Context: an optimization exercise on an open-source flow, tuned for small area. The choices shown serve that exercise and are no tape-out recipe.
Function was checked by simulation only, so behaviour that the tests miss may differ from the original.
Power is estimated from default activity; no workload was simulated.

==> flow/design.v <==
package tue_pkg;
  localparam int unsigned MAU_TCAM_KEY_W = 512;
  typedef enum logic [1:0] {
    TUE_INSERT = 2'd0,
    TUE_DELETE = 2'd1,
    TUE_MODIFY = 2'd2,
    TUE_FLUSH  = 2'd3
  } tue_op_t;
  typedef struct packed {
    tue_op_t                   op;
    logic [4:0]                stage;
    logic [15:0]               table_id;
    logic [MAU_TCAM_KEY_W-1:0] key;
    logic [MAU_TCAM_KEY_W-1:0] mask;
    logic [15:0]               action_id;
    logic [111:0]              params;
  } tue_req_t;
endpackage
module tue_apb_regs #(
  parameter int unsigned ADDR_W = 12,
  parameter int unsigned KEY_W  = 512
) (
  input  logic              clk,
  input  logic              rst_n,
  input  logic              psel,
  input  logic              penable,
  input  logic              pwrite,
  input  logic [ADDR_W-1:0] paddr,
  input  logic [31:0]       pwdata,
  output logic [31:0]       prdata,
  output logic              pready,
  output logic              pslverr,
  output logic              req_valid,
  input  logic              req_ready,
  output tue_pkg::tue_req_t req,
  input  logic              tue_done,
  input  logic              tue_err
);
  localparam int unsigned WORD_W = ADDR_W - 2;
  localparam int unsigned W_CMD    = 0;
  localparam int unsigned W_TID    = 1;
  localparam int unsigned W_STAGE  = 2;
  localparam int unsigned W_FIRST  = 4;
  localparam int unsigned W_LAST   = 39;
  localparam int unsigned W_STATUS = 40;
  localparam int unsigned W_COMMIT = 41;
  logic [1:0]        op_q;
  logic [15:0]       table_id_q;
  logic [4:0]        stage_q;
  logic [31:0]       wd_q [W_FIRST:W_LAST];
  logic              clr_q;
  logic              wait_q;
  logic              done_q;
  logic              err_q;
  logic              cmd_err_q;
  logic [WORD_W-1:0] word;
  logic              low;
  logic [W_COMMIT:0] hit;
  logic              hit_shadow, mapped;
  logic              busy, access, err_resp, wr_ok;
  logic [W_COMMIT:0] we, hold;
  logic [31:0]       rdata;
  logic              unused_addr_lsb;
  assign unused_addr_lsb = ^paddr[1:0];
  assign pready          = 1'b1;
  assign word = paddr[ADDR_W-1:2];
  assign low  = (word[WORD_W-1:6] == '0);
  always_comb begin
    for (int unsigned i = 0; i <= W_COMMIT; i++) hit[i] = low & (word[5:0] == 6'(i));
    hit_shadow = hit[W_CMD] | hit[W_TID] | hit[W_STAGE] | (|hit[W_LAST:W_FIRST]);
    mapped     = hit_shadow | hit[W_STATUS] | hit[W_COMMIT];
  end
  assign busy   = req_valid | wait_q;
  assign access = psel & penable;
  always_comb begin
    err_resp = ~mapped
             | (pwrite & hit[W_STATUS])
             | (pwrite & busy & (hit_shadow | hit[W_COMMIT]));
    wr_ok    = access & pwrite & ~err_resp & ~clr_q;
  end
  always_comb begin
    for (int unsigned i = 0; i <= W_COMMIT; i++) begin
      we[i]   = wr_ok & hit[i];
      hold[i] = ~(we[i] | clr_q);
    end
  end
  localparam int unsigned NSRC = 40;    
  logic [31:0] src_d [NSRC];
  logic        src_s [NSRC];
  logic [31:0] src_v [NSRC];
  always_comb begin
    for (int unsigned i = 0; i < NSRC; i++) begin
      src_d[i] = '0;
      src_s[i] = 1'b0;
      src_v[i] = '0;
    end
    src_d[0] = {30'b0, op_q};        src_s[0] = hit[W_CMD];    src_v[0] = 32'h3;
    src_d[1] = {16'b0, table_id_q};  src_s[1] = hit[W_TID];    src_v[1] = 32'hFFFF;
    src_d[2] = {27'b0, stage_q};     src_s[2] = hit[W_STAGE];  src_v[2] = 32'h1F;
    src_d[3] = {28'b0, cmd_err_q, err_q, done_q, busy};
    src_s[3] = hit[W_STATUS]; src_v[3] = 32'hF;
    for (int unsigned i = W_FIRST; i <= W_LAST; i++) begin
      src_d[i] = wd_q[i]; src_s[i] = hit[i]; src_v[i] = '1;
    end
  end
  logic [13:0] rd_n [32];
  for (genvar b = 0; b < 32; b++) begin : g_rd
    localparam int unsigned NB = (b < 2) ? 40 : (b < 4) ? 39 : (b < 5) ? 38 : (b < 16) ? 37 : 36;
    localparam int unsigned NG = (NB + 2) / 3;
    logic [NB-1:0] d, s;
    always_comb begin
      int unsigned k;
      k = 0;
      d = '0;
      s = '0;
      for (int unsigned i = 0; i < NSRC; i++) begin
        if (src_v[i][b]) begin
          d[k] = src_d[i][b];
          s[k] = src_s[i];
          k = k + 1;
        end
      end
    end
    for (genvar g = 0; g < NG; g++) begin : g_grp
      if (3 * g + 2 < NB) begin : g3
        tue_rd3 u_rd (.a1(d[3*g]), .b1(s[3*g]), .a2(d[3*g+1]), .b2(s[3*g+1]),
                      .a3(d[3*g+2]), .b3(s[3*g+2]), .y_n(rd_n[b][g]));
      end else if (3 * g + 1 < NB) begin : g2
        tue_rd2 u_rd (.a1(d[3*g]), .b1(s[3*g]), .a2(d[3*g+1]), .b2(s[3*g+1]),
                      .y_n(rd_n[b][g]));
      end else begin : g1
        assign rd_n[b][g] = ~(d[3*g] & s[3*g]);
      end
    end
    for (genvar g = NG; g < 14; g++) begin : g_pad
      assign rd_n[b][g] = 1'b1;
    end
    assign rdata[b] = ~(&rd_n[b]);
  end
  assign prdata  = rdata;
  assign pslverr = access & err_resp;
  always_ff @(posedge clk or negedge rst_n) begin
    if (!rst_n) clr_q <= 1'b1;
    else        clr_q <= 1'b0;
  end
  logic [1:0]  op_d;
  logic [15:0] table_id_d;
  logic [4:0]  stage_d;
  logic [31:0] wd_d [W_FIRST:W_LAST];
  for (genvar b = 0; b < 2; b++) begin : g_op
    tue_hold u_h (.we(we[W_CMD]), .wd(pwdata[b]), .hold(hold[W_CMD]), .q(op_q[b]), .d(op_d[b]));
  end
  for (genvar b = 0; b < 16; b++) begin : g_tid
    tue_hold u_h (.we(we[W_TID]), .wd(pwdata[b]), .hold(hold[W_TID]), .q(table_id_q[b]),
                  .d(table_id_d[b]));
  end
  for (genvar b = 0; b < 5; b++) begin : g_stage
    tue_hold u_h (.we(we[W_STAGE]), .wd(pwdata[b]), .hold(hold[W_STAGE]), .q(stage_q[b]),
                  .d(stage_d[b]));
  end
  for (genvar w = W_FIRST; w <= W_LAST; w++) begin : g_wd
    for (genvar b = 0; b < 32; b++) begin : g_b
      tue_hold u_h (.we(we[w]), .wd(pwdata[b]), .hold(hold[w]), .q(wd_q[w][b]), .d(wd_d[w][b]));
    end
  end
  always_ff @(posedge clk) begin
    op_q       <= op_d;
    table_id_q <= table_id_d;
    stage_q    <= stage_d;
    for (int unsigned i = W_FIRST; i <= W_LAST; i++) wd_q[i] <= wd_d[i];
  end
  always_comb begin
    req.op        = tue_pkg::tue_op_t'(op_q);
    req.stage     = stage_q;
    req.table_id  = table_id_q;
    for (int unsigned i = 0; i < 16; i++) begin
      req.key[32*i +: 32]  = wd_q[W_FIRST + i];
      req.mask[32*i +: 32] = wd_q[W_FIRST + 16 + i];
    end
    req.action_id       = wd_q[36][15:0];
    req.params[111:96]  = wd_q[36][31:16];
    req.params[31:0]    = wd_q[37];
    req.params[63:32]   = wd_q[38];
    req.params[95:64]   = wd_q[39];
  end
  always_ff @(posedge clk or negedge rst_n) begin
    if (!rst_n) begin
      req_valid <= 1'b0;
      wait_q    <= 1'b0;
      done_q    <= 1'b0;
      err_q     <= 1'b0;
      cmd_err_q <= 1'b0;
    end else begin
      if (we[W_COMMIT] && pwdata[0]) begin
        req_valid <= 1'b1;
        done_q    <= 1'b0;
        err_q     <= 1'b0;
        cmd_err_q <= 1'b0;
      end
      if (req_valid && req_ready) begin
        req_valid <= 1'b0;
        wait_q    <= 1'b1;
      end
      if (wait_q && tue_done) begin
        done_q <= 1'b1;
        err_q  <= tue_err;
        wait_q <= 1'b0;
      end
      if (access && pwrite && hit[W_COMMIT] && busy) cmd_err_q <= 1'b1;
    end
  end
endmodule
module tue_hold (
  input  logic we,
  input  logic wd,
  input  logic hold,
  input  logic q,
  output logic d
);
  assign d = (we & wd) | (hold & q);
endmodule
module tue_rd3 (
  input  logic a1, b1, a2, b2, a3, b3,
  output logic y_n
);
  assign y_n = ~((a1 & b1) | (a2 & b2) | (a3 & b3));
endmodule
module tue_rd2 (
  input  logic a1, b1, a2, b2,
  output logic y_n
);
  assign y_n = ~((a1 & b1) | (a2 & b2));
endmodule
==> flow/run.sh <==
#!/bin/bash
# synth_recipe.tcl (not shown) runs the flow's synth.tcl, then flattens the netlist and writes it again
# the make line also repeats each setting of config.mk as NAME=value (left out here)
make -C /OpenROAD-flow-scripts/flow DESIGN_CONFIG=/design/flow/config.mk WORK_HOME=/design/flow/orfs CLKGATE_MAP_FILE= SYNTH_SCRIPT=/design/flow/synth_recipe.tcl finish
==> flow/config.mk <==
export PLATFORM = sky130hd
export DESIGN_NAME = tue_apb_regs
export DESIGN_NICKNAME = tue_apb_regs
export VERILOG_FILES = /design/flow/design.v
export SDC_FILE = /design/flow/constraint.sdc
export NUM_CORES = 4
export LEC_CHECK = 0
export ABC_CLOCK_PERIOD_IN_PS = 5000
export CAP_MARGIN = 20
export CORE_MARGIN = 2
export CORE_UTILIZATION = 55
export SETUP_SLACK_MARGIN = 0.2
export SLEW_MARGIN = 20
export SYNTH_HIERARCHICAL = 1
export SYNTH_MINIMUM_KEEP_SIZE = 0
==> flow/constraint.sdc <==
create_clock -name core_clock -period 10.0 [get_ports {clk}]
set_input_delay 2.0000 -clock core_clock [delete_from_list [all_inputs] [get_ports {clk}]]
set_output_delay 2.0000 -clock core_clock [all_outputs]
set_load 0.01 [all_outputs]
==> metrics.md, run 1 <==
| Metric | Value |
|---|---|
| FF+latch count, synth | `1,181` |
| Halt Reason | `[ERROR PPL-0024] Number of IO pins (1262) exceeds maximum number of available positions (984). Increase the die perimeter from 1092.56um to 1716.32um.` |
| Area leader, netlist | `dfxtp_1` |
| Starting Density | `55.6%` |
| Ys Warns | `18` |
| Yosys top cell area share | `59.0%` |
| Die H | `273 µm` |
| Post-synth EDFFs | `0` |
| Predominant post-synthesis flop cell | `dfxtp_1` |
| Sequential cell area fraction in the yosys report | `59.4%` |
| Row Count | `98` |
| Top post-synthesis cells by area | `dfxtp_1 59%, a22o_1 26%, a222oi_1 9.7%, nand4_1 1.5%, nor2_1 0.75%` |
| Fraction of registers with async set or reset after synthesis | `0.508%` |
| Exit stage | `I/O pin placement (3_2_place_iop)` |
| Cell Area, Synth | `39,800 µm²` |
| Post-Syn Nets | `3,151` |
| Synth Instances | `3,099` |
| Synth unique cells | `40` |
| Die X-Extent | `273 µm` |
| Status | `did not finish` |
| Syn Area/Cell | `12.9 µm²` |
per-module statistics from Yosys, one instance, submodules excluded:
module	cell area (µm²)	times used	cells inside
tue_hold	8.76	1175	1
tue_rd2	12.5	1	1
tue_apb_regs	25700	1	1535
tue_rd3	10.0	388	1
cells by family after synthesis:
| kind of cell | share of synthesized area (%) |
|---|---|
| flops | 59.4 |
| buf+inv | 0.286 |
| other cells | 0.0189 |
| compound gates | 36.6 |
| mux | 0.0251 |
| simple gates | 3.68 |
synthesized netlist by cell type, drive strengths merged, types with 2 or more instances:
| library cell | number |
|---|---|
| dfxtp | 1175 |
| or4 | 4 |
| conb | 2 |
| buf | 10 |
| nand2b | 5 |
| a2111o | 11 |
| a222oi | 388 |
| nand2 | 22 |
| nor2b | 4 |
| a21oi | 40 |
| nor2 | 92 |
| nand4 | 93 |
| or3 | 19 |
| a22o | 1177 |
| o21ai | 3 |
| clkbuf | 10 |
| dfrtp | 5 |
| nand3 | 13 |
| nor4 | 4 |
| inv | 2 |
| nor3 | 11 |
==> run 2, diff against run 1 <==
--- a/flow/config.mk
+++ b/flow/config.mk
@@ -7,8 +7,8 @@
 export LEC_CHECK = 0
 export ABC_CLOCK_PERIOD_IN_PS = 5000
 export CAP_MARGIN = 20
-export CORE_MARGIN = 2
-export CORE_UTILIZATION = 55
+export CORE_AREA = 4 4 756 116
+export DIE_AREA = 0 0 760 120
 export SETUP_SLACK_MARGIN = 0.2
 export SLEW_MARGIN = 20
 export SYNTH_HIERARCHICAL = 1
==> run 2 against run 1 <==
Net effect:
- now fails the layout checks on antenna violations, max-capacitance violations
- synthesized cell count is the same
- area after synthesis unchanged
==> metrics.md, run 2 <==
| Metric | Value |
|---|---|
| Tot GR Track Use | `53.2%` |
| Static Leak | `21.3 nW` |
| Via density | `7.78` |
| Slew @ Worst Pin | `1570 ps` |
| Clock Pin Slew Worst Setup and Hold Paths | `90 ps` |
| Clk Latency, worst-skew pair | `680 ps` |
| Crit path largest cell delay | `1280 ps` |
| Synth-to-layout area growth | `47.9%` |
| Most common cell on crit path | `clkdlybuf4s50_1` |
| Die H | `120 µm` |
| DRC | `0` |
| Gp weighted congestion | `1.08` |
| Final setup fails | `0` |
| CTS Buf Count | `75` |
| Post-route ant nets | `1` |
| Hold endpoint | `wd_q[11][20]` |
| Sequential cell area fraction in the yosys report | `59.4%` |
| Design area | `58,900 µm²` |
| IO Count | `1,262` |
| Number of global-route vias before repair | `40,300` |
| Pwr Density | `148 nW/µm²` |
| Worst path arrival time | `7620 ps` |
| Starting Density | `48.7%` |
| CTS root buf | `clkbuf_16` |
| WP data required | `8000 ps` |
| Max reg flops | `1,152` |
| Largest net degree at the start of global routing | `42` |
| Reg-to-Reg Start | `clr_q` |
| Fraction of registers with async set or reset after synthesis | `0.508%` |
| Simple-gate share of the synthesized area | `3.68%` |
| Combinational family with the most area after synthesis | `compound AO/OA/AOI/OAI gates` |
| Setup bufs post-CTS | `0` |
| Syn Area/Cell | `12.9 µm²` |
| DRT Pass-1 Iters | `13` |
| Max clock buf depth | `3` |
| Area fraction in compound gates after synthesis | `36.6%` |
| Synth unique cells | `40` |
| I/O Buffers | `1,258` |
| Die X-Extent | `760 µm` |
| Hold Path Class | `reg -> reg` |
| Post_cts resized | `0` |
| Status | `complete, but fails checks` |
| Area leader, netlist | `dfxtp_1` |
| Tcrit/Tclk final | `96.2%` |
| CTS tree | `done` |
| Min Tclk post-route | `9620 ps` |
| H-Tree Depth | `3` |
| Top Registers | `wd_q x1152, table_id_q x16, stage_q x5` |
| Most common cell after layout, fill and taps aside | `clkdlybuf4s50_1` |
| Fin Setup TNS | `0 ps` |
| GR Overflow Total | `0` |
| Commonest cells after routing, fill and taps aside | `1,230 x clkdlybuf4s50_1, 1,177 x a22o_1, 1,175 x dfxtp_1` |
| VDD IR max | `118 µV` |
| Worst reg2reg endpoint | `wd_q[19][4]` |
| Hold WS | `505 ps` |
| Share of layout cells above drive strength 1 | `9.88%` |
| Post-synth EDFFs | `0` |
| Synth Instances | `3,099` |
| Slowest CP cell | `nand4_1` |
| Initial DRC Count | `11,600` |
| First-pass GRT wire length | `341,000 µm` |
| Routed len/inst | `43.9 µm` |
| Largest register by flop count | `wd_q` |
| Maxcap violations | `2` |
| Clock Skew | `27.3 ps` |
| Predominant post-synthesis flop cell | `dfxtp_1` |
| Startpoint types | `input pin` |
| Worst-path cell chain | `clkdlybuf4s50_1 -> nor2b_1 -> nand2_1 -> nor2_4 -> buf_4 -> a222oi_1 -> nand4_1 -> or3_1 -> clkdlybuf4s50_1` |
| SO Faults | `antenna violations, max-capacitance violations` |
| Max-slew violation count | `34` |
| Endpoint type of the worst setup path | `primary output` |
| F_max | `104 MHz` |
| Via Count | `45,800` |
| Clock sink count | `1,181` |
| RSZ-0062 raised after global routing | `false` |
| Adder-cell share of the synthesized area | `0%` |
| CP Class | `in -> out` |
| Synth Area in XOR/XNOR | `0%` |
| Row Count | `40` |
| Cell Area, Synth | `39,800 µm²` |
| Mux share of post-synthesis cell area | `0.0251%` |
| Reg2reg path depth | `5` |
| Total core area | `81,800 µm²` |
| Final HPWL DP | `182,000 µm` |
| Worst-case headroom to the max-slew limit | `-5.23%` |
| Hold buffer count at CTS | `0` |
| Post-Syn Nets | `3,151` |
| Top post-synthesis cells by count | `1,177 x a22o_1, 1,175 x dfxtp_1, 388 x a222oi_1, 93 x nand4_1, 80 x nor2_1` |
| Die Area | `91,200 µm²` |
| Routed WL | `258,000 µm` |
| FF+latch count, synth | `1,181` |
| Hold depth | `1` |
| Ys Warns | `18` |
| Yosys top cell area share | `59.0%` |
| Antenna violations before repair | `21` |
| HP Start | `wd_q[11][20]` |
| CP max FO | `33` |
| Top post-synthesis cells by area | `dfxtp_1 59%, a22o_1 26%, a222oi_1 9.7%, nand4_1 1.5%, nor2_1 0.75%` |
| Most frequent cell after synthesis | `a22o_1` |
| Post-placement cell area | `55,900 µm²` |
| Final hold vios | `0` |
| Nets | `4,654` |
| FF-to-FF setup slack | `5870 ps` |
## run 2: cell counts after synthesis
No cell type changed its count.
## run 2: metal layers
metal / up-vias / GRT usage [%] / share of wire (%)
li1: 16800 / - / -
met1: 22700 / 69.3 / 37
met2: 5276 / 63.7 / 35
met3: 882 / 43.2 / 23
met4: 46 / 12.6 / 3.5
met5: - / 9.17 / 0.99
## run 2: area by class of cell
class / instances / area [µm²]
Timing Repair Buffer: 1446 / 14000
Tap cell: 1134 / 1420
Inverter: 2 / 7.51
Sequential cell: 1181 / 23700
Multi-Input combinational cell: 1896 / 17000
Antenna cell: 96 / 240
Clock inverter: 27 / 384
Fill cell: 5877 / 22800
Clock buffer: 106 / 2220
## run 2: Yosys stat by module (local to each module, per instance)
module | flip-flops and latches | cells inside | cell area, µm²
tue_apb_regs | 1181 | 1535 | 25700
tue_hold | 0 | 1 | 8.76
tue_rd2 | 0 | 1 | 12.5
tue_rd3 | 0 | 1 | 10.0
## run 2: cell families (layout without fill, tap and decap cells)
logic type             after synthesis  after routing
multiplexers                         1              1
flip-flops                        1181           1181
AO/OA/AOI/OAI                     1623           1623
other                                2             98
buffers and inverters               22           1581
AND/OR/NAND/NOR                    270            270
## run 2: report_power, final
part           total, mW  leakage (nW)  internal (mW)  switching, mW
Combinational      0.377          10.5         0.0478          0.329
Clock               3.62          1.28           1.78           1.84
Sequential          4.71          9.54           4.70        0.00806
Total               8.71          21.3           6.53           2.18
## run 2: through the flow
step | util [%] | setup WS (ps) | total power [mW] | cells
floorplan | - | 3190 | 4.88 | 3099
global placement | 68.4 | 1310 | 5.15 | 5648
detailed placement | 68.4 | 1290 | 5.15 | 5649
CTS | 71.5 | 1280 | 8.57 | 5782
global route | 72.0 | 520 | 8.82 | 5854
finish | 72.1 | 383 | 8.71 | 5888
## run 2: worst max-delay path by stage
stage	start	end	slack, ps	cells past startpoint
after floorplan	paddr[9]	prdata[4]	3190	8
after global placement	paddr[3]	prdata[17]	1310	9
after detailed placement	paddr[3]	prdata[28]	1290	9
after CTS	paddr[3]	prdata[28]	1280	9
after global routing	paddr[3]	prdata[17]	520	9
final	paddr[2]	prdata[17]	380	9
## run 2: critical path, delay by kind of cell
kind,cells,cell delay [ps]
simple gates,5,3490
buf+inv,3,1740
compound gates,1,330
==> run 3, diff against run 2 <==
==> flow/flow/run.sh (new file) <==
#!/bin/bash
# Standard ORFS layout, with two changes:
# - ports are buffered with the smallest buffer (buf_1) instead of ORFS's default choice;
# - CTS inserts no dummy loads.
set -euo pipefail
export BUFFER_PORTS_ARGS="-buffer_cell sky130_fd_sc_hd__buf_1"
export CTS_ARGS="-sink_clustering_enable -repair_clock_nets -dont_use_dummy_load"
bash standard.sh > standard_flow.log 2>&1
==> flow/standard.sh (new file) <==
#!/bin/bash
# synth_recipe.tcl (not shown) runs the flow's synth.tcl, then flattens the netlist and writes it again
# the make line also repeats each setting of config.mk as NAME=value (left out here)
make -C /OpenROAD-flow-scripts/flow DESIGN_CONFIG=/design/flow/config.mk WORK_HOME=/design/flow/orfs CLKGATE_MAP_FILE= SYNTH_SCRIPT=/design/flow/synth_recipe.tcl "${@:-finish}"
--- a/flow/config.mk
+++ b/flow/config.mk
@@ -7,8 +7,8 @@
 export LEC_CHECK = 0
 export ABC_CLOCK_PERIOD_IN_PS = 5000
 export CAP_MARGIN = 20
-export CORE_AREA = 4 4 756 116
-export DIE_AREA = 0 0 760 120
+export CORE_MARGIN = 2
+export CORE_UTILIZATION = 55
 export SETUP_SLACK_MARGIN = 0.2
 export SLEW_MARGIN = 20
 export SYNTH_HIERARCHICAL = 1
removed: flow/run.sh
==> run 3 against run 2 <==
Net effect:
- the run now fails in I/O pin placement (3_2_place_iop)
- synthesized cell count stayed put
- area after synthesis stayed put
==> metrics.md, run 3 <==
| Metric | Value |
|---|---|
| Status | `did not finish` |
| Exit stage | `I/O pin placement (3_2_place_iop)` |
| Halt Reason | `[ERROR PPL-0024] Number of IO pins (1262) exceeds maximum number of available positions (984). Increase the die perimeter from 1092.56um to 1716.32um.` |
| Die X-Extent | `273 µm` |
| Mux share of post-synthesis cell area | `0.0251%` |
| Most frequent cell after synthesis | `a22o_1` |
| FF+latch count, synth | `1,181` |
| Sequential cell area fraction in the yosys report | `59.4%` |
| Synth Area in XOR/XNOR | `0%` |
| Die H | `273 µm` |
| Syn Area/Cell | `12.9 µm²` |
| Post-synth EDFFs | `0` |
| Adder-cell share of the synthesized area | `0%` |
| Post-Syn Nets | `3,151` |
| Fraction of registers with async set or reset after synthesis | `0.508%` |
| Area leader, netlist | `dfxtp_1` |
| Combinational family with the most area after synthesis | `compound AO/OA/AOI/OAI gates` |
| Row Count | `98` |
| Ys Warns | `18` |
| Simple-gate share of the synthesized area | `3.68%` |
| Yosys top cell area share | `59.0%` |
| Top post-synthesis cells by area | `dfxtp_1 59%, a22o_1 26%, a222oi_1 9.7%, nand4_1 1.5%, nor2_1 0.75%` |
| Synth unique cells | `40` |
| Starting Density | `55.6%` |
| Synth Instances | `3,099` |
| Top post-synthesis cells by count | `1,177 x a22o_1, 1,175 x dfxtp_1, 388 x a222oi_1, 93 x nand4_1, 80 x nor2_1` |
| Cell Area, Synth | `39,800 µm²` |
| Predominant post-synthesis flop cell | `dfxtp_1` |
| Area fraction in compound gates after synthesis | `36.6%` |
-- run 3: kinds of logic after synthesis --
family,Yosys count
muxes,1
buffers and inverters,22
other,2
and+or+nand+nor,270
DFF,1181
AOI/OAI and AO/OA,1623
-- run 3: modules after synthesis, one instance, submodules excluded --
module,cells inside,times used,flops+latches
tue_rd3,1,388,0
tue_hold,1,1175,0
tue_apb_regs,1535,1,1181
tue_rd2,1,1,0
==> run 4, diff against run 3 <==
==> flow/flow/run.sh (replaced) <==
#!/bin/bash
# Standard ORFS layout, with three changes:
# - ports are buffered with the smallest buffer (buf_1) instead of ORFS's default choice;
# - pins may sit on adjacent routing tracks, so the die need not grow to fit the 1262 ports;
# - CTS inserts no dummy loads.
set -euo pipefail
export BUFFER_PORTS_ARGS="-buffer_cell sky130_fd_sc_hd__buf_1"
export PLACE_PINS_ARGS="-min_distance 1 -min_distance_in_tracks"
export CTS_ARGS="-sink_clustering_enable -repair_clock_nets -dont_use_dummy_load"
bash standard.sh > standard_flow.log 2>&1
--- a/flow/config.mk
+++ b/flow/config.mk
@@ -8,7 +8,7 @@
 export ABC_CLOCK_PERIOD_IN_PS = 5000
 export CAP_MARGIN = 20
 export CORE_MARGIN = 2
-export CORE_UTILIZATION = 55
+export CORE_UTILIZATION = 60
 export SETUP_SLACK_MARGIN = 0.2
 export SLEW_MARGIN = 20
 export SYNTH_HIERARCHICAL = 1
==> run 4 against run 3 <==
Net effect:
- the flow stops in global routing (5_1_grt)
- area after synthesis unchanged
- synthesized cell count stayed put
==> metrics.md, run 4 <==
| Metric | Value |
|---|---|
| Status | `did not finish` |
| Exit stage | `global routing (5_1_grt)` |
| Halt Reason | `[ERROR GRT-0116] Global routing finished with congestion. Check the congestion regions in the DRC Viewer.` |
| Adder-cell share of the synthesized area | `0%` |
| Die H | `262 µm` |
| Most frequent cell after synthesis | `a22o_1` |
| Ys Warns | `18` |
| Max clock buf depth | `3` |
| Sequential cell area fraction in the yosys report | `59.4%` |
| Area leader, netlist | `dfxtp_1` |
| Mux share of post-synthesis cell area | `0.0251%` |
| Fraction of registers with async set or reset after synthesis | `0.508%` |
| Final HPWL DP | `139,000 µm` |
| Synth unique cells | `40` |
| CTS root buf | `clkbuf_16` |
| Number of global-route vias before repair | `41,000` |
| Post_cts resized | `0` |
| Top post-synthesis cells by count | `1,177 x a22o_1, 1,175 x dfxtp_1, 388 x a222oi_1, 93 x nand4_1, 80 x nor2_1` |
| Placed cell count | `5,265` |
| Die X-Extent | `262 µm` |
| Post-synth EDFFs | `0` |
| Hold buffer count at CTS | `0` |
| FF+latch count, synth | `1,181` |
| Post-Syn Nets | `3,151` |
| Cell Area, Synth | `39,800 µm²` |
| Area fraction in compound gates after synthesis | `36.6%` |
| H-Tree Depth | `3` |
| Setup bufs post-CTS | `0` |
| GR Overflow Total | `2` |
| Predominant post-synthesis flop cell | `dfxtp_1` |
| Synth Area in XOR/XNOR | `0%` |
| IO Count | `1,262` |
| Simple-gate share of the synthesized area | `3.68%` |
| Syn Area/Cell | `12.9 µm²` |
| CTS Buf Count | `113` |
| Top post-synthesis cells by area | `dfxtp_1 59%, a22o_1 26%, a222oi_1 9.7%, nand4_1 1.5%, nor2_1 0.75%` |
| Row Count | `94` |
| Clock sink count | `1,181` |
| I/O Buffers | `1,258` |
| Largest net degree at the start of global routing | `42` |
| Synth Instances | `3,099` |
| Yosys top cell area share | `59.0%` |
| First-pass GRT wire length | `308,000 µm` |
| Starting Density | `60.6%` |
| Combinational family with the most area after synthesis | `compound AO/OA/AOI/OAI gates` |
| Tot GR Track Use | `63.2%` |
| Gp weighted congestion | `1.04` |
==> run 4: cell counts after synthesis <==
Identical to the previous run, type by type.
==> run 4: logic make-up after synthesis <==
kind of cell / after synthesis
other cells: 2
mux: 1
flops: 1181
simple gates: 270
compound gates: 1623
buf+inv: 22
==> run 4: per-module statistics from Yosys, one instance, submodules excluded <==
module | cells inside | times used
tue_apb_regs | 1535 | 1
tue_rd2 | 1 | 1
tue_rd3 | 1 | 388
tue_hold | 1 | 1175
==> run 4: per-stage QoR <==
step / cell area [µm²] / hold WS, ps / setup WS [ps]
CTS: 49800 / 494 / 2260
detailed placement: 47000 / 475 / 2280
global placement: 46900 / 475 / 2330
floorplan: 39800 / 463 / 3190
==> run 4: worst max path at each step <==
stage / slack (ps) / cells past startpoint / endpoint / start
after floorplan: 3190 / 8 / prdata[4] / paddr[9]
after global placement: 2330 / 8 / prdata[14] / paddr[9]
after detailed placement: 2280 / 8 / prdata[14] / paddr[9]
after CTS: 2260 / 8 / prdata[21] / paddr[9]
==> run 4: power by group through the flow <==
stage	logic [mW]	registers (mW)	clock network, mW
after floorplan	0.0716	4.81	0
after global placement	0.268	4.82	0
after detailed placement	0.273	4.82	0
after CTS	0.273	4.72	3.62
==> run 4: routing by layer <==
layer  GRT usage, %  GRT overflow
met4           50.6             0
met1           69.8             0
met3           46.6             0
met5           7.08             0
met2           79.7             2
==> run 5, diff against run 4 <==
==> flow/flow/run.sh (replaced) <==
#!/bin/bash
# Standard ORFS layout, with these changes:
# - ports are buffered with the smallest buffer (buf_1) instead of ORFS's default choice;
# - pins may sit on adjacent routing tracks, so the die need not grow to fit the 1262 ports;
# - CTS inserts no dummy loads and builds the tree from clkbuf_4/clkbuf_8.
set -euo pipefail
export BUFFER_PORTS_ARGS="-buffer_cell sky130_fd_sc_hd__buf_1"
export PLACE_PINS_ARGS="-min_distance 1 -min_distance_in_tracks"
export CTS_ARGS="-sink_clustering_enable -repair_clock_nets -dont_use_dummy_load -buf_list {sky130_fd_sc_hd__clkbuf_4 sky130_fd_sc_hd__clkbuf_8}"
bash standard.sh > standard_flow.log 2>&1
--- a/flow/config.mk
+++ b/flow/config.mk
@@ -8,7 +8,7 @@
 export ABC_CLOCK_PERIOD_IN_PS = 5000
 export CAP_MARGIN = 20
 export CORE_MARGIN = 2
-export CORE_UTILIZATION = 60
+export CORE_UTILIZATION = 50
 export SETUP_SLACK_MARGIN = 0.2
 export SLEW_MARGIN = 20
 export SYNTH_HIERARCHICAL = 1
==> run 5 against run 4 <==
Net effect:
- the run now finishes clean
- area after synthesis unchanged
- synthesized cell count unchanged
==> metrics.md, run 5 <==
| Metric | Value |
|---|---|
| Clock sink count | `1,181` |
| Ys Warns | `18` |
| Max reg flops | `1,152` |
| Adder-cell share of the synthesized area | `0%` |
| Most common cell after layout, fill and taps aside | `buf_1` |
| Commonest cells after routing, fill and taps aside | `1,226 x buf_1, 1,177 x a22o_1, 1,175 x dfxtp_1` |
| Pwr Density | `168 nW/µm²` |
| Gp weighted congestion | `0.997` |
| I/O Buffers | `1,258` |
| Starting Density | `50.4%` |
| Top post-synthesis cells by count | `1,177 x a22o_1, 1,175 x dfxtp_1, 388 x a222oi_1, 93 x nand4_1, 80 x nor2_1` |
| DRT Pass-1 Iters | `14` |
| Startpoint types | `input pin` |
| Hold WS | `494 ps` |
| Post-route ant nets | `0` |
| Number of global-route vias before repair | `37,800` |
| Die H | `286 µm` |
| First-pass GRT wire length | `315,000 µm` |
| CTS root buf | `clkbuf_8` |
| Synth unique cells | `40` |
| Clock Skew | `58.2 ps` |
| Cell Area, Synth | `39,800 µm²` |
| Post-Syn Nets | `3,151` |
| Combinational family with the most area after synthesis | `compound AO/OA/AOI/OAI gates` |
| Routed len/inst | `41.4 µm` |
| Status | `timing/DRC/antenna clean` |
| Routed WL | `235,000 µm` |
| Slew @ Worst Pin | `1300 ps` |
| Simple-gate share of the synthesized area | `3.68%` |
| Yosys top cell area share | `59.0%` |
| Tcrit/Tclk final | `83.3%` |
| Total core area | `79,000 µm²` |
| Hold buffer count at CTS | `0` |
| CTS tree | `done` |
| GR Overflow Total | `0` |
| RSZ-0062 raised after global routing | `false` |
| VDD IR max | `127 µV` |
| Final setup fails | `0` |
| H-Tree Depth | `4` |
| Row Count | `103` |
| # fillers | `6,805` |
| Non-Filler Instances | `5,669` |
| Register area | `23,700 µm²` |
| Fin Setup TNS | `0 ps` |
| Worst path arrival time | `6330 ps` |
| Final core occ | `63.5%` |
| Synth Area in XOR/XNOR | `0%` |
| Static Leak | `18.1 nW` |
| CTS Buf Count | `184` |
| Die X-Extent | `286 µm` |
| CP Class | `in -> out` |
| Min Tclk post-route | `8330 ps` |
| DRC | `0` |
| Post_cts resized | `0` |
| Total power | `8.42 mW` |
| Sequential cell area fraction in the yosys report | `59.4%` |
| Initial DRC Count | `8,606` |
| Share of layout cells above drive strength 1 | `9.32%` |
| Nets | `4,666` |
| Placed cell count | `5,470` |
| Via Count | `43,300` |
| Die Area | `82,000 µm²` |
| WP data required | `8000 ps` |
| Area fraction in compound gates after synthesis | `36.6%` |
| Hold Path Class | `reg -> reg` |
| CP max FO | `32` |
| Worst-case headroom to the max-slew limit | `13.4%` |
| Clk Latency, worst-skew pair | `870 ps` |
| F_max | `120 MHz` |
| Clock Pin Slew Worst Setup and Hold Paths | `50 ps` |
| Largest net degree at the start of global routing | `42` |
| Syn Area/Cell | `12.9 µm²` |
| IO Count | `1,262` |
| Antenna violations before repair | `19` |
| Predominant post-synthesis flop cell | `dfxtp_1` |
| Synth Instances | `3,099` |
| Final hold vios | `0` |
| Top Registers | `wd_q x1152, table_id_q x16, stage_q x5` |
| Tot GR Track Use | `54.0%` |
| Post-synth EDFFs | `0` |
| Most frequent cell after synthesis | `a22o_1` |
| Max clock buf depth | `3` |
| Mux share of post-synthesis cell area | `0.0251%` |
| Endpoint type of the worst setup path | `primary output` |
| FF+latch count, synth | `1,181` |
| Via density | `7.64` |
| Top post-synthesis cells by area | `dfxtp_1 59%, a22o_1 26%, a222oi_1 9.7%, nand4_1 1.5%, nor2_1 0.75%` |
| Multi-input logic area | `17,000 µm²` |
| Setup bufs post-CTS | `0` |
| Maxcap violations | `0` |
| Max-slew violation count | `0` |
| Final HPWL DP | `146,000 µm` |
| Fraction of registers with async set or reset after synthesis | `0.508%` |
| Synth-to-layout area growth | `25.9%` |
| Area leader, netlist | `dfxtp_1` |
| Largest register by flop count | `wd_q` |
[run 5: worst paths after layout]
check / startpoint / to / slack, ps / depth (start not counted)
max: paddr[9] / prdata[13] / 1670 / 8
min: wd_q[4][5] / wd_q[4][5] / 490 / 1
max reg2reg: clr_q / wd_q[21][5] / 6290 / 4
min reg2reg: wd_q[4][5] / wd_q[4][5] / 490 / 1
max in group asynchronous: rst_n / clr_q / 8660 / 1
min in group asynchronous: rst_n / err_q / 1050 / 1
[run 5: cell families (layout without fill, tap and decap cells)]
kind of cell	Yosys count	in the layout
buffers and inverters	22	1535
multiplexers	1	1
flip-flops	1181	1181
other	2	9
AO/OA/AOI/OAI	1623	1623
AND/OR/NAND/NOR	270	270
[run 5: layer usage]
metal	track usage (%)	vias up	wire, µm
li1	-	16700	-
met1	65.5	21200	79200
met3	31.5	986	44600
met2	71.5	4364	90400
met5	6.10	-	790
met4	34.9	32	19900
[run 5: cell type report]
class	instances	area share, %
flip-flops and latches	1181	47.2
multi-input cells	1896	33.8
repair buffers	1349	11.3
clock buffers	184	5.05
well taps	1050	2.62
diodes	7	0.0349
inverters	2	0.0150
[run 5: critical path: stages]
cell and delay, ps:
buf_1 70, or4_4 600, or3b_2 900, nor2_4 1110, a222oi_1 350, nand4_1 520, a2111o_1 180, buf_1 560
[run 5: where the power goes]
part           leakage, nW  switching, mW  internal [mW]
clock                 1.32           1.78           1.61
sequential            9.54        0.00749           4.71
combinational         7.26          0.274         0.0384
total                 18.1           2.06           6.36
[run 5: per-stage QoR]
stage	setup slack (ps)	area (µm²)
2_1_floorplan	3190	39800
3_3_place_gp	2310	47300
3_5_place_dp	2280	47400
4_1_cts	2280	50000
5_1_grt	1840	50200
6_report	1670	50200
[run 5: per-module statistics from Yosys (local to each module, per instance)]
module	area (µm²)	cells	times used	flops+latches
tue_apb_regs	25700	1535	1	1181
tue_rd2	12.5	1	1	0
tue_rd3	10.0	1	388	0
tue_hold	8.76	1	1175	0
==> run 6, diff against run 5 <==
==> flow/flow/run.sh (replaced) <==
#!/bin/bash
# Standard ORFS layout, with these changes:
# - ports are buffered with the smallest buffer (buf_1) instead of ORFS's default choice;
# - pins may sit on adjacent routing tracks, so the die need not grow to fit the 1262 ports;
# - CTS inserts no dummy loads and builds the tree from clkbuf_4/clkbuf_8, up to 14 flip-flops per leaf buffer.
set -euo pipefail
export BUFFER_PORTS_ARGS="-buffer_cell sky130_fd_sc_hd__buf_1"
export PLACE_PINS_ARGS="-min_distance 1 -min_distance_in_tracks"
export CTS_ARGS="-sink_clustering_enable -repair_clock_nets -dont_use_dummy_load -sink_clustering_size 14 -sink_clustering_max_diameter 60 -buf_list {sky130_fd_sc_hd__clkbuf_4 sky130_fd_sc_hd__clkbuf_8}"
bash standard.sh > standard_flow.log 2>&1
==> run 6 against run 5 <==
Net effect:
- flip-flop and latch count is the same
- die area unchanged
- count of clock-buffer cells in the layout decreased by 86
- critical endpoint is now prdata[0]
- largest cell class unchanged
- largest power group unchanged
==> metrics.md, run 6 <==
| Metric | Value |
|---|---|
| Post-placement cell area | `47,400 µm²` |
| Net Switching | `1.87 mW` |
| Total core area | `79,000 µm²` |
| Reg-to-Reg Start | `clr_q` |
| Area fraction in compound gates after synthesis | `36.6%` |
| Clock Pin Slew Worst Setup and Hold Paths | `70 ps` |
| Die H | `286 µm` |
| DRC | `0` |
| Hold Path Class | `reg -> reg` |
| FF+latch count, synth | `1,181` |
| Top post-synthesis cells by area | `dfxtp_1 59%, a22o_1 26%, a222oi_1 9.7%, nand4_1 1.5%, nor2_1 0.75%` |
| Worst path arrival time | `6120 ps` |
| DRT Pass-1 Iters | `13` |
| Maxcap violations | `0` |
| Final hold vios | `0` |
| Largest register by flop count | `wd_q` |
| Sequential cell area fraction in the yosys report | `59.4%` |
| Final setup fails | `0` |
| Starting Density | `50.4%` |
| Syn Area/Cell | `12.9 µm²` |
| Clk Latency, worst-skew pair | `770 ps` |
| Simple-gate share of the synthesized area | `3.68%` |
| Synth-to-layout area growth | `23.2%` |
| Fraction of registers with async set or reset after synthesis | `0.508%` |
| Initial DRC Count | `8,607` |
| Predominant post-synthesis flop cell | `dfxtp_1` |
| CTS tree | `done` |
| Hold buffer count at CTS | `0` |
| Die Area | `82,000 µm²` |
| Max-slew violation count | `0` |
| F_max | `123 MHz` |
| Non-Filler Instances | `5,587` |
| Gp weighted congestion | `0.997` |
| Top Registers | `wd_q x1152, table_id_q x16, stage_q x5` |
| CP Class | `in -> out` |
| Combinational family with the most area after synthesis | `compound AO/OA/AOI/OAI gates` |
| Largest net degree at the start of global routing | `42` |
| Slew @ Worst Pin | `1290 ps` |
| Final core occ | `62.1%` |
| Mux share of post-synthesis cell area | `0.0251%` |
| Max clock buf depth | `3` |
| Clock network power share | `32.9%` |
| First-pass GRT wire length | `311,000 µm` |
| Synth unique cells | `40` |
| WP data required | `8000 ps` |
| Commonest cells after routing, fill and taps aside | `1,226 x buf_1, 1,177 x a22o_1, 1,175 x dfxtp_1` |
| Post-synth EDFFs | `0` |
| Routed len/inst | `41.6 µm` |
| Clock Skew | `46.3 ps` |
| Ys Warns | `18` |
| Synth Area in XOR/XNOR | `0%` |
| Tcrit/Tclk final | `81.2%` |
| Design area | `49,100 µm²` |
| H-Tree Depth | `3` |
| Tot GR Track Use | `53.3%` |
| Via Count | `42,800` |
| Worst-case headroom to the max-slew limit | `14.2%` |
| Post-route ant nets | `0` |
| Nets | `4,582` |
| Most frequent cell after synthesis | `a22o_1` |
| CP max FO | `32` |
| Endpoint type of the worst setup path | `primary output` |
| Area leader, netlist | `dfxtp_1` |
| Adder-cell share of the synthesized area | `0%` |
| Startpoint types | `input pin` |
| Status | `timing/DRC/antenna clean` |
| CTS Buf Count | `98` |
| Max reg flops | `1,152` |
| Top post-synthesis cells by count | `1,177 x a22o_1, 1,175 x dfxtp_1, 388 x a222oi_1, 93 x nand4_1, 80 x nor2_1` |
| Share of layout cells above drive strength 1 | `7.64%` |
| Most common cell after layout, fill and taps aside | `buf_1` |
| Comb pwr share | `4.2%` |
| Antenna violations before repair | `16` |
| Yosys top cell area share | `59.0%` |
| VDD IR max | `102 µV` |
| Number of global-route vias before repair | `36,900` |
| I/O Buffers | `1,258` |
| GR Overflow Total | `0` |
| CTS root buf | `clkbuf_8` |
| RSZ-0062 raised after global routing | `false` |
| Hold WS | `500 ps` |
| Die X-Extent | `286 µm` |
| Pwr Density | `152 nW/µm²` |
| Post-Syn Nets | `3,151` |
| Clock sink count | `1,181` |
| Net Sw Frac | `24.9%` |
| Placed cell count | `5,470` |
| Setup bufs post-CTS | `0` |
| Fin Setup TNS | `0 ps` |
| Routed WL | `232,000 µm` |
| Row Count | `103` |
| Post_cts resized | `0` |
| Min Tclk post-route | `8120 ps` |
| Critical path origin | `paddr[9]` |
| Cell Area, Synth | `39,800 µm²` |
| Flop pwr share | `63.0%` |
| Synth Instances | `3,099` |
| Via density | `7.66` |
| IO Count | `1,262` |
| Internal power | `5.61 mW` |
| Static Leak | `17.5 nW` |
| HP Start | `wd_q[4][5]` |
| Final HPWL DP | `146,000 µm` |
-- run 6: final cells by class --
cell class / count / area (µm²)
antenna: 9 / 22.5
clock buffer: 98 / 1350
fill: 6896 / 29900
inverter: 2 / 7.51
multi-input combinational: 1896 / 17000
sequential: 1181 / 23700
tap: 1050 / 1310
timing repair buffer: 1351 / 5720
-- run 6: Yosys stat by module (local to each module, per instance) --
module,flops+latches,cells inside
tue_apb_regs,1181,1535
tue_rd2,0,1
tue_rd3,0,1
tue_hold,0,1
-- run 6: power by group through the flow --
| stage | registers [mW] | logic [mW] | clock network, mW |
|---|---|---|---|
| 2_1_floorplan | 4.81 | 0.0716 | 0 |
| 3_3_place_gp | 4.82 | 0.287 | 0 |
| 3_5_place_dp | 4.82 | 0.290 | 0 |
| 4_1_cts | 4.71 | 0.291 | 2.42 |
| 5_1_grt | 4.71 | 0.302 | 2.60 |
| 6_report | 4.71 | 0.311 | 2.46 |
-- run 6: routing by layer --
metal / up-vias / part of all wire, % / global-route usage (%) / routed length (µm)
met5: - / 0.28 / 4.65 / 644
met4: 30 / 8.7 / 33.7 / 20200
met3: 891 / 19 / 29.1 / 44400
met2: 4363 / 38 / 70.9 / 88800
met1: 20900 / 34 / 65.9 / 78400
li1: 16500 / - / - / -
-- run 6: final timing paths --
path,to,slack [ps],cells past startpoint
setup / recovery,prdata[0],1880,9
hold / removal,wd_q[4][5],500,1
setup reg to reg,wd_q[16][30],6300,4
hold reg to reg,wd_q[4][5],500,1
max in group asynchronous,clr_q,8570,1
min in group asynchronous,req_valid,1120,1
-- run 6: worst max-delay path, stage by stage --
cell and delay, ps:
buf_1 70, or4_4 610, or3b_2 900, nor2_4 1120
a222oi_1 390, nand4_1 250, nor4_1 70, nand2_1 70
buf_1 620
-- run 6: logic make-up after synthesis --
kind of cell / Yosys count
and+or+nand+nor: 270
muxes: 1
AOI/OAI and AO/OA: 1623
DFF: 1181
other: 2
buffers and inverters: 22
-- run 6: metrics by stage --
step / setup WS [ps] / power [mW]
final: 1880 / 7.48
after global routing: 2020 / 7.61
after CTS: 2280 / 7.41
after detailed placement: 2280 / 5.11
after global placement: 2310 / 5.10
after floorplan: 3190 / 4.88
==> run 7, diff against run 6 <==
--- a/flow/config.mk
+++ b/flow/config.mk
@@ -6,10 +6,11 @@
 export NUM_CORES = 4
 export LEC_CHECK = 0
 export ABC_CLOCK_PERIOD_IN_PS = 5000
-export CAP_MARGIN = 20
+export CAP_MARGIN = 10
 export CORE_MARGIN = 2
 export CORE_UTILIZATION = 50
+export GPL_TIMING_DRIVEN = 0
 export SETUP_SLACK_MARGIN = 0.2
-export SLEW_MARGIN = 20
+export SLEW_MARGIN = 10
 export SYNTH_HIERARCHICAL = 1
 export SYNTH_MINIMUM_KEEP_SIZE = 0
==> run 7 against run 6 <==
Net effect:
- synthesized cell count did not move
- sequential share of layout area fell by 2.3 points
- non-clock buffer count up 70
- highest routed layer unchanged
- fmax is 1.4% lower
- die area unchanged
- area after synthesis stayed put
- first-iteration DRC count shrank 3.2%
- combinational power rose by 23%
==> metrics.md, run 7 <==
| Metric | Value |
|---|---|
| Register area | `23,700 µm²` |
| First-pass GRT wire length | `320,000 µm` |
| CTS root buf | `clkbuf_8` |
| Static Leak | `18.5 nW` |
| Hold WS | `499 ps` |
| CP max FO | `27` |
| WP data required | `8000 ps` |
| Design area | `51,500 µm²` |
| Top post-synthesis cells by count | `1,177 x a22o_1, 1,175 x dfxtp_1, 388 x a222oi_1, 93 x nand4_1, 80 x nor2_1` |
| FF+latch count, synth | `1,181` |
| Multi-input logic area | `17,000 µm²` |
| Commonest cells after routing, fill and taps aside | `1,227 x buf_1, 1,177 x a22o_1, 1,175 x dfxtp_1` |
| Maxcap violations | `0` |
| Most common cell after layout, fill and taps aside | `buf_1` |
| Post-Syn Nets | `3,151` |
| Tcrit/Tclk final | `82.4%` |
| VDD IR max | `106 µV` |
| Cell Area, Synth | `39,800 µm²` |
| Final HPWL DP | `164,000 µm` |
| Post_cts resized | `0` |
| Most frequent cell after synthesis | `a22o_1` |
| CTS tree | `done` |
| Fraction of registers with async set or reset after synthesis | `0.508%` |
| Via density | `7.69` |
| Endpoint type of the worst setup path | `primary output` |
| Nets | `4,650` |
| Tot GR Track Use | `54.7%` |
| Worst path arrival time | `6240 ps` |
| Status | `timing/DRC/antenna clean` |
| Post-placement cell area | `50,100 µm²` |
| F_max | `121 MHz` |
| Hold depth | `1` |
| Clock Skew | `58.8 ps` |
| Yosys top cell area share | `59.0%` |
| Gp weighted congestion | `1.02` |
| Ys Warns | `18` |
| Row Count | `103` |
| DRC | `0` |
| Die X-Extent | `286 µm` |
| Max reg flops | `1,152` |
| Area leader, netlist | `dfxtp_1` |
| Clock Pin Slew Worst Setup and Hold Paths | `90 ps` |
| Largest register by flop count | `wd_q` |
| Die Area | `82,000 µm²` |
| Hold Path Class | `reg -> reg` |
| Starting Density | `50.4%` |
| Post-route ant nets | `0` |
| IO Count | `1,262` |
| Post-synth EDFFs | `0` |
| H-Tree Depth | `3` |
| Sequential cell area fraction in the yosys report | `59.4%` |
| Top post-synthesis cells by area | `dfxtp_1 59%, a22o_1 26%, a222oi_1 9.7%, nand4_1 1.5%, nor2_1 0.75%` |
| Predominant post-synthesis flop cell | `dfxtp_1` |
| Min Tclk post-route | `8240 ps` |
| Routed len/inst | `42.0 µm` |
| Antenna violations before repair | `18` |
| Syn Area/Cell | `12.9 µm²` |
| Max clock buf depth | `3` |
| Pwr Density | `146 nW/µm²` |
| Final setup fails | `0` |
| GR Overflow Total | `0` |
| CTS Buf Count | `96` |
| Startpoint types | `input pin` |
| Slew @ Worst Pin | `1260 ps` |
| Setup bufs post-CTS | `0` |
| Number of global-route vias before repair | `38,200` |
| Worst-case headroom to the max-slew limit | `16.0%` |
| CP Class | `in -> out` |
| # fillers | `6,518` |
| RSZ-0062 raised after global routing | `false` |
| Top Registers | `wd_q x1152, table_id_q x16, stage_q x5` |
| Routed WL | `237,000 µm` |
| Total core area | `79,000 µm²` |
| Largest net degree at the start of global routing | `41` |
| Initial DRC Count | `8,328` |
| Synth Instances | `3,099` |
| Synth-to-layout area growth | `29.3%` |
| Die H | `286 µm` |
| Synth unique cells | `40` |
| Clk Latency, worst-skew pair | `770 ps` |
| I/O Buffers | `1,258` |
| Max-slew violation count | `0` |
| Share of layout cells above drive strength 1 | `8.72%` |
| Via Count | `43,500` |
| Fin Setup TNS | `0 ps` |
| Final hold vios | `0` |
| Hold buffer count at CTS | `0` |
| Reg2reg path depth | `8` |
| DRT Pass-1 Iters | `10` |
| Clock sink count | `1,181` |
## run 7: cell types whose count changed in the layout (fill, tap and decap cells not counted), moves of 10 or more
cell and change:
buf_12 +67, buf_16 +55, buf_2 +35, buf_4 -76
clkbuf_1 +10, clkbuf_2 -31
## run 7: where the power goes
group          internal (mW)  switching, mW  total [mW]
Sequential              4.70        0.00141        4.70
Clock                  0.856           1.58        2.43
Combinational         0.0883          0.296       0.384
Total                   5.64           1.87        7.52
## run 7: Yosys stat by module (local to each module, per instance)
module,cells inside,times used,cell area (µm²),flip-flops and latches
tue_rd2,1,1,12.5,0
tue_hold,1,1175,8.76,0
tue_rd3,1,388,10.0,0
tue_apb_regs,1535,1,25700,1181
## run 7: kinds of logic after synthesis
logic type,share of synthesized area (%)
compound gates,36.6
buf+inv,0.286
flops,59.4
mux,0.0251
other cells,0.0189
simple gates,3.68
## run 7: metal layers
layer | up-vias | track usage, % | routed length [µm]
li1 | 16700 | - | -
met3 | 968 | 32.0 | 45300
met4 | 32 | 35.3 | 20700
met2 | 4456 | 73.3 | 90800
met1 | 21400 | 65.5 | 79900
met5 | - | 6.57 | 694
## run 7: layout make-up
class	instances	area share, %
flip-flops and latches	1181	46.0
multi-input cells	1896	33.0
repair buffers	1401	15.7
clock buffers	96	2.57
well taps	1050	2.55
plain buffers	20	0.206
diodes	14	0.0680
inverters	2	0.0146
## run 7: path summary, 6_finish.rpt
path | start | endpoint | slack (ps)
max | paddr[6] | prdata[31] | 1760
min | wd_q[25][9] | wd_q[25][9] | 500
max reg2reg | wait_q | wd_q[23][28] | 6330
min reg2reg | wd_q[25][9] | wd_q[25][9] | 500
max in group asynchronous | rst_n | clr_q | 8540
min in group asynchronous | rst_n | cmd_err_q | 1160
## run 7: critical path: stages
cell	delay, ps
buf_1	230
or3_1	150
buf_2	270
buf_1	970
nor2_4	180
buf_12	250
a222oi_1	690
nand4_1	730
or3_1	590
buf_1	140
## run 7: through the flow
| step | total power [mW] | cells | worst slack [ps] | utilization, % |
|---|---|---|---|---|
| after detailed placement | 5.17 | 5549 | 2090 | 63.5 |
| after global routing | 7.64 | 5653 | 1590 | 65.2 |
| after floorplan | 4.88 | 3099 | 3190 | - |
| after global placement | 5.08 | 5407 | 174 | 58.1 |
| final | 7.52 | 5660 | 1760 | 65.2 |
| after CTS | 7.45 | 5645 | 2070 | 65.1 |
==> run 8, diff against run 7 <==
--- a/flow/config.mk
+++ b/flow/config.mk
@@ -9,7 +9,6 @@
 export CAP_MARGIN = 10
 export CORE_MARGIN = 2
 export CORE_UTILIZATION = 50
-export GPL_TIMING_DRIVEN = 0
 export SETUP_SLACK_MARGIN = 0.2
 export SLEW_MARGIN = 10
 export SYNTH_HIERARCHICAL = 1
==> run 8 against run 7 <==
Net effect:
- critical endpoint is now prdata[3]
- highest routed layer unchanged
- sequential power hardly changed
- die area stayed put
- final area is 5.4% lower
- register-to-register slack worse by 30 ps
==> metrics.md, run 8 <==
| Metric | Value |
|---|---|
| H-Tree Depth | `3` |
| CTS tree | `done` |
| Via Count | `42,800` |
| Top post-synthesis cells by count | `1,177 x a22o_1, 1,175 x dfxtp_1, 388 x a222oi_1, 93 x nand4_1, 80 x nor2_1` |
| Critical path origin | `paddr[9]` |
| Final hold vios | `0` |
| DRT Pass-1 Iters | `14` |
| Worst Path Buf+Inv | `2` |
| Post-Syn Nets | `3,151` |
| Fraction of registers with async set or reset after synthesis | `0.508%` |
| Tot GR Track Use | `53.5%` |
| Static Leak | `17.4 nW` |
| Top Family by Delay on Critical Path | `simple AND/OR/NAND/NOR gates` |
| Multi-input logic area | `17,000 µm²` |
| CP max FO | `32` |
| Starting Density | `50.4%` |
| FF+latch count, synth | `1,181` |
| Min Tclk post-route | `8040 ps` |
| Ys Warns | `18` |
| Clock Pin Slew Worst Setup and Hold Paths | `70 ps` |
| Post_cts resized | `0` |
| Register area | `23,700 µm²` |
| Hold Path Class | `reg -> reg` |
| Row Count | `103` |
| Placed cell count | `5,466` |
| Crit path largest cell delay | `1100 ps` |
| Largest register by flop count | `wd_q` |
| VDD IR max | `106 µV` |
| GR Overflow Total | `0` |
| Post-route ant nets | `0` |
| Worst path depth | `8` |
| WP data required | `8000 ps` |
| Max-slew violation count | `0` |
| Simple-gate share of the synthesized area | `3.68%` |
| Antenna violations before repair | `13` |
| Area leader, netlist | `dfxtp_1` |
| Synth unique cells | `40` |
| Final core occ | `61.7%` |
| Clk Latency, worst-skew pair | `780 ps` |
| Via density | `7.68` |
| Share of layout cells above drive strength 1 | `7.37%` |
| Gp weighted congestion | `0.997` |
| RSZ-0062 raised after global routing | `false` |
| Worst-path cell chain | `buf_1 -> or4_4 -> or3b_2 -> nor2_4 -> a222oi_1 -> nand4_1 -> or4_1 -> buf_1` |
| Worst reg2reg endpoint | `wd_q[21][26]` |
| F_max | `124 MHz` |
| Worst-case headroom to the max-slew limit | `9.73%` |
| Top Registers | `wd_q x1152, table_id_q x16, stage_q x5` |
| Initial DRC Count | `8,171` |
| HP Start | `wd_q[17][27]` |
| Top post-synthesis cells by area | `dfxtp_1 59%, a22o_1 26%, a222oi_1 9.7%, nand4_1 1.5%, nor2_1 0.75%` |
| Total power | `7.50 mW` |
| Sequential cell area fraction in the yosys report | `59.4%` |
| Hold depth | `1` |
| Syn Area/Cell | `12.9 µm²` |
| Hold buffer count at CTS | `0` |
| Cell Area, Synth | `39,800 µm²` |
| Endpoint type of the worst setup path | `primary output` |
| Reg-to-Reg Start | `clr_q` |
| Die H | `286 µm` |
| Die Area | `82,000 µm²` |
| Reg2reg path depth | `4` |
| Maxcap violations | `0` |
| Total core area | `79,000 µm²` |
| Most common cell after layout, fill and taps aside | `buf_1` |
| Predominant post-synthesis flop cell | `dfxtp_1` |
| Non-Filler Instances | `5,575` |
| Commonest cells after routing, fill and taps aside | `1,226 x buf_1, 1,177 x a22o_1, 1,175 x dfxtp_1` |
| Setup bufs post-CTS | `0` |
| CTS Buf Count | `100` |
| Worst path arrival time | `6040 ps` |
| Clock sink count | `1,181` |
| Pwr Density | `154 nW/µm²` |
| Yosys top cell area share | `59.0%` |
| I/O Buffers | `1,258` |
| Place WS | `2300 ps` |
| # fillers | `6,913` |
| CTS root buf | `clkbuf_8` |
| DRC | `0` |
| Nets | `4,570` |
| Max clock buf depth | `3` |
| Mux share of post-synthesis cell area | `0.0251%` |
| Synth Area in XOR/XNOR | `0%` |
| Combinational family with the most area after synthesis | `compound AO/OA/AOI/OAI gates` |
| Setup WS post-layout | `1960 ps` |
| Final HPWL DP | `146,000 µm` |
| Post-synth EDFFs | `0` |
| Slowest CP cell | `nor2_4` |
| Fin Setup TNS | `0 ps` |
| Most frequent cell after synthesis | `a22o_1` |
| Routed len/inst | `41.7 µm` |
| FF-to-FF setup slack | `6300 ps` |
| CP Class | `in -> out` |
| Number of global-route vias before repair | `37,200` |
| IO Count | `1,262` |
| Largest net degree at the start of global routing | `42` |
| Adder-cell share of the synthesized area | `0%` |
| Tcrit/Tclk final | `80.4%` |
| Max reg flops | `1,152` |
| Synth-to-layout area growth | `22.3%` |
| First-pass GRT wire length | `312,000 µm` |
| Die X-Extent | `286 µm` |
| Clock Skew | `56.4 ps` |
| Routed WL | `233,000 µm` |
| CP endpoint | `prdata[3]` |
| Synth Instances | `3,099` |
| Status | `timing/DRC/antenna clean` |
| Most common cell on crit path | `buf_1` |
| Startpoint types | `input pin` |
| Final setup fails | `0` |
| Area fraction in compound gates after synthesis | `36.6%` |
| Slew @ Worst Pin | `1350 ps` |
==> run 8: how the worst min path moves through the flow <==
stage	endpoint
floorplan	done_q
global placement	wd_q[25][3]
detailed placement	wd_q[17][27]
CTS	wd_q[17][27]
global route	wd_q[23][11]
finish	wd_q[17][27]
==> run 8: routing by layer <==
layer	GRT usage (%)	part of all wire, %
met3	31.8	19
met4	34.4	8.6
met5	5.29	0.30
met2	71.0	38
met1	64.4	34
==> run 8: cell families after synthesis <==
logic type	Yosys count
other	2
AOI/OAI and AO/OA	1623
DFF	1181
and+or+nand+nor	270
buffers and inverters	22
muxes	1
==> run 8: metrics by stage <==
| stage | hold slack [ps] | instance area [µm²] |
|---|---|---|
| floorplan | 463 | 39800 |
| global placement | 475 | 47300 |
| detailed placement | 475 | 47300 |
| CTS | 498 | 48700 |
| global route | 512 | 48700 |
| finish | 498 | 48700 |
==> run 8: report_power, final <==
part           total [mW]  internal [mW]  leakage, nW  switching (mW)
sequential           4.71           4.70         9.54         0.00760
combinational       0.309         0.0353         7.14           0.274
clock                2.48          0.890        0.719            1.59
total                7.50           5.63         17.4            1.88
==> run 8: area by class of cell <==
type,instances,area share (%)
repair buffers,1337,11.0
diodes,9,0.0462
multi-input cells,1896,34.8
well taps,1050,2.70
flip-flops and latches,1181,48.6
clock buffers,100,2.82
inverters,2,0.0154
==> run 8: worst register-to-register path, delay by kind of cell, from the launching register on <==
| family | cells | cell delay, ps |
|---|---|---|
| compound gates | 1 | 310 |
| flops | 1 | 740 |
| simple gates | 3 | 2610 |
==> run 8: per-module statistics from Yosys (local to each module, per instance) <==
module / times used / cells inside / area, µm² / flops+latches
tue_apb_regs: 1 / 1535 / 25700 / 1181
tue_hold: 1175 / 1 / 8.76 / 0
tue_rd2: 1 / 1 / 12.5 / 0
tue_rd3: 388 / 1 / 10.0 / 0
==> run 9, diff against run 8 <==
--- a/flow/config.mk
+++ b/flow/config.mk
@@ -6,10 +6,10 @@
 export NUM_CORES = 4
 export LEC_CHECK = 0
 export ABC_CLOCK_PERIOD_IN_PS = 5000
-export CAP_MARGIN = 10
+export CAP_MARGIN = 0
 export CORE_MARGIN = 2
 export CORE_UTILIZATION = 50
 export SETUP_SLACK_MARGIN = 0.2
-export SLEW_MARGIN = 10
+export SLEW_MARGIN = 0
 export SYNTH_HIERARCHICAL = 1
 export SYNTH_MINIMUM_KEEP_SIZE = 0
==> run 9 against run 8 <==
Net effect:
- fmax unchanged
- final cell count stayed put
- area after synthesis unchanged
- non-clock buffer count stayed put
- wire length unchanged
- worst setup slack did not move
- via count unchanged
- sequential power about the same
- utilization stayed put
- die area is the same
- count of clock-buffer cells in the layout unchanged
- synthesized cell count unchanged
==> metrics.md, run 9 <==
| Metric | Value |
|---|---|
| Status | `timing/DRC/antenna clean` |
| Area leader, netlist | `dfxtp_1` |
| Cell Area, Synth | `39,800 µm²` |
| GR Overflow Total | `0` |
| Clk Latency, worst-skew pair | `780 ps` |
| Die Area | `82,000 µm²` |
| Slew @ Worst Pin | `1350 ps` |
| Largest net degree at the start of global routing | `42` |
| Routed len/inst | `41.7 µm` |
| Worst-path cell chain | `buf_1 -> or4_4 -> or3b_2 -> nor2_4 -> a222oi_1 -> nand4_1 -> or4_1 -> buf_1` |
| # fillers | `6,913` |
| Max clock buf depth | `3` |
| Post-route ant nets | `0` |
| Die X-Extent | `286 µm` |
| Clock Pin Slew Worst Setup and Hold Paths | `70 ps` |
| Max reg flops | `1,152` |
| Maxcap violations | `0` |
| Fraction of registers with async set or reset after synthesis | `0.508%` |
| Met1 Resource Use GR | `64.4%` |
| Yosys top cell area share | `59.0%` |
| Most frequent cell after synthesis | `a22o_1` |
| Post-Syn Nets | `3,151` |
| I/O Buffers | `1,258` |
| Share of layout cells above drive strength 1 | `7.37%` |
| Final hold vios | `0` |
| Clock sink count | `1,181` |
| DRT Pass-1 Iters | `14` |
| CP Class | `in -> out` |
| Gp weighted congestion | `0.997` |
| Most common cell on crit path | `buf_1` |
| Syn Area/Cell | `12.9 µm²` |
| Predominant post-synthesis flop cell | `dfxtp_1` |
| Largest register by flop count | `wd_q` |
| Static Leak | `17.4 nW` |
| F_max | `124 MHz` |
| Via Count | `42,800` |
| Nets | `4,570` |
| Startpoint types | `input pin` |
| Met2 Track Usage GR | `71.0%` |
| H-Tree Depth | `3` |
| Worst path arrival time | `6040 ps` |
| Place WS | `2300 ps` |
| Synth-to-layout area growth | `22.3%` |
| Starting Density | `50.4%` |
| Setup bufs post-CTS | `0` |
| RSZ-0062 raised after global routing | `false` |
| WP data required | `8000 ps` |
| Top post-synthesis cells by area | `dfxtp_1 59%, a22o_1 26%, a222oi_1 9.7%, nand4_1 1.5%, nor2_1 0.75%` |
| IO Count | `1,262` |
| Die H | `286 µm` |
| Slowest CP cell | `nor2_4` |
| Total core area | `79,000 µm²` |
| FF+latch count, synth | `1,181` |
| Post-synth EDFFs | `0` |
| Crit path largest cell delay | `1100 ps` |
| Tcrit/Tclk final | `80.4%` |
| Pwr Density | `154 nW/µm²` |
| Tot GR Track Use | `53.5%` |
| Initial DRC Count | `8,171` |
| Max-slew violation count | `0` |
| First-pass GRT wire length | `312,000 µm` |
| VDD IR max | `106 µV` |
| Post_cts resized | `0` |
| Antenna violations before repair | `13` |
| Ys Warns | `18` |
| Worst-case headroom to the max-slew limit | `9.73%` |
| Busiest grt layer | `met2` |
| Hold WS | `498 ps` |
| Hold Path Class | `reg -> reg` |
| Most common cell after layout, fill and taps aside | `buf_1` |
| Commonest cells after routing, fill and taps aside | `1,226 x buf_1, 1,177 x a22o_1, 1,175 x dfxtp_1` |
| Top post-synthesis cells by count | `1,177 x a22o_1, 1,175 x dfxtp_1, 388 x a222oi_1, 93 x nand4_1, 80 x nor2_1` |
| Fin Setup TNS | `0 ps` |
| Min Tclk post-route | `8040 ps` |
| Number of global-route vias before repair | `37,200` |
| Routed WL | `233,000 µm` |
| CP max FO | `32` |
| CTS tree | `done` |
| Endpoint type of the worst setup path | `primary output` |
| CTS Buf Count | `100` |
| Synth Instances | `3,099` |
| Top Registers | `wd_q x1152, table_id_q x16, stage_q x5` |
| DRC | `0` |
| Hold buffer count at CTS | `0` |
| GR Layer Usage met3 | `31.8%` |
| Setup WS post-layout | `1960 ps` |
| Final setup fails | `0` |
| Clock Skew | `56.4 ps` |
| Via density | `7.68` |
| Synth unique cells | `40` |
| CTS root buf | `clkbuf_8` |
| Row Count | `103` |
| Final HPWL DP | `146,000 µm` |
| Sequential cell area fraction in the yosys report | `59.4%` |
==> run 9: cell counts after synthesis <==
Identical to the previous run, type by type.
==> run 9: worst max-delay path: cells and delay by family <==
family          cells  cell delay [ps]
compound gates      1              260
simple gates        5             3140
buf+inv             2              570
==> run 9: final cells by class <==
class                   instances  area [µm²]  share of cell area (%)
inverters                       2        7.51                  0.0154
repair buffers               1337        5360                    11.0
well taps                    1050        1310                    2.70
multi-input cells            1896       17000                    34.8
diodes                          9        22.5                  0.0462
flip-flops and latches       1181       23700                    48.6
clock buffers                 100        1380                    2.82
==> run 9: worst paths after layout <==
check,from,endpoint,slack (ps),depth (start not counted)
worst max-delay path,paddr[9],prdata[3],1960,8
worst min-delay path,wd_q[17][27],wd_q[17][27],500,1
worst max register to register,clr_q,wd_q[21][26],6300,4
worst min register to register,wd_q[17][27],wd_q[17][27],500,1
max in group asynchronous,rst_n,clr_q,8580,1
min in group asynchronous,rst_n,done_q,1120,1
==> run 9: routing by layer <==
layer / wire length, µm / vias up
li1: - / 16500
met1: 78700 / 21200
met2: 89300 / 4195
met3: 44100 / 912
met4: 19900 / 32
met5: 704 / -
==> run 9: kinds of logic (layout without fill, tap and decap cells) <==
| group | after synthesis | in the layout | synth area share (%) |
|---|---|---|---|
| multiplexers | 1 | 1 | 0.0251 |
| flip-flops | 1181 | 1181 | 59.4 |
| buffers and inverters | 22 | 1439 | 0.286 |
| other | 2 | 11 | 0.0189 |
| AND/OR/NAND/NOR | 270 | 270 | 3.68 |
| AO/OA/AOI/OAI | 1623 | 1623 | 36.6 |
==> run 9: power by group <==
part           switching [mW]  leakage [nW]  internal, mW
clock                    1.59         0.719         0.890
sequential            0.00760          9.54          4.70
combinational           0.274          7.14        0.0353
total                    1.88          17.4          5.63
==> run 9: metrics by stage <==
step,cells,area [µm²],utilization (%),power [mW]
floorplan,3099,39800,-,4.88
global placement,5466,47300,59.9,5.10
detailed placement,5466,47300,59.9,5.11
CTS,5566,48700,61.7,7.44
global route,5568,48700,61.7,7.64
finish,5575,48700,61.7,7.50
==> run 9: Yosys stat by module, one instance, submodules excluded <==
module / cell area (µm²) / flops+latches / cells
tue_apb_regs: 25700 / 1181 / 1535
tue_rd2: 12.5 / 0 / 1
tue_rd3: 10.0 / 0 / 1
tue_hold: 8.76 / 0 / 1

==> what the ideal ports hide <==
The flow's constraints put no driver on any port. The routed layouts listed below were extracted and timed again, unchanged, in two steps.
Step 1 (the two cells are an assumption about what drives the block):
set clk [get_ports {clk}]
set_driving_cell -lib_cell sky130_fd_sc_hd__clkbuf_16 $clk
set_driving_cell -lib_cell sky130_fd_sc_hd__buf_2 [delete_from_list [all_inputs] $clk]
Step 2 also shifts input and output timing later by t, the mid clock arrival at the registers, as if the neighbouring blocks saw the same clock.
Three values: ideal ports, drivers, drivers and shift; two values: the first two.
run | t, ns | setup WS [ns] | worst register clock-pin slew, ns | pins driven straight from the clock port
run 2 | 0.758 | 0.383 / 0.324 / 0.324 | 0.10 / 0.10 | 1
run 5 | 0.896 | 1.668 / 1.645 / 1.645 | 0.07 / 0.07 | 1
run 6 | 0.806 | 1.875 / 1.852 / 1.852 | 0.10 / 0.10 | 1
run 7 | 0.810 | 1.762 / 1.637 / 1.637 | 0.10 / 0.10 | 1
run 8 | 0.818 | 1.956 / 1.934 / 1.934 | 0.10 / 0.10 | 1
run 9 | 0.818 | 1.956 / 1.934 / 1.934 | 0.10 / 0.10 | 1
The setup slack of run 7, which loses most, moves by -0.125 ns with the drivers and by -0.125 ns with both steps.
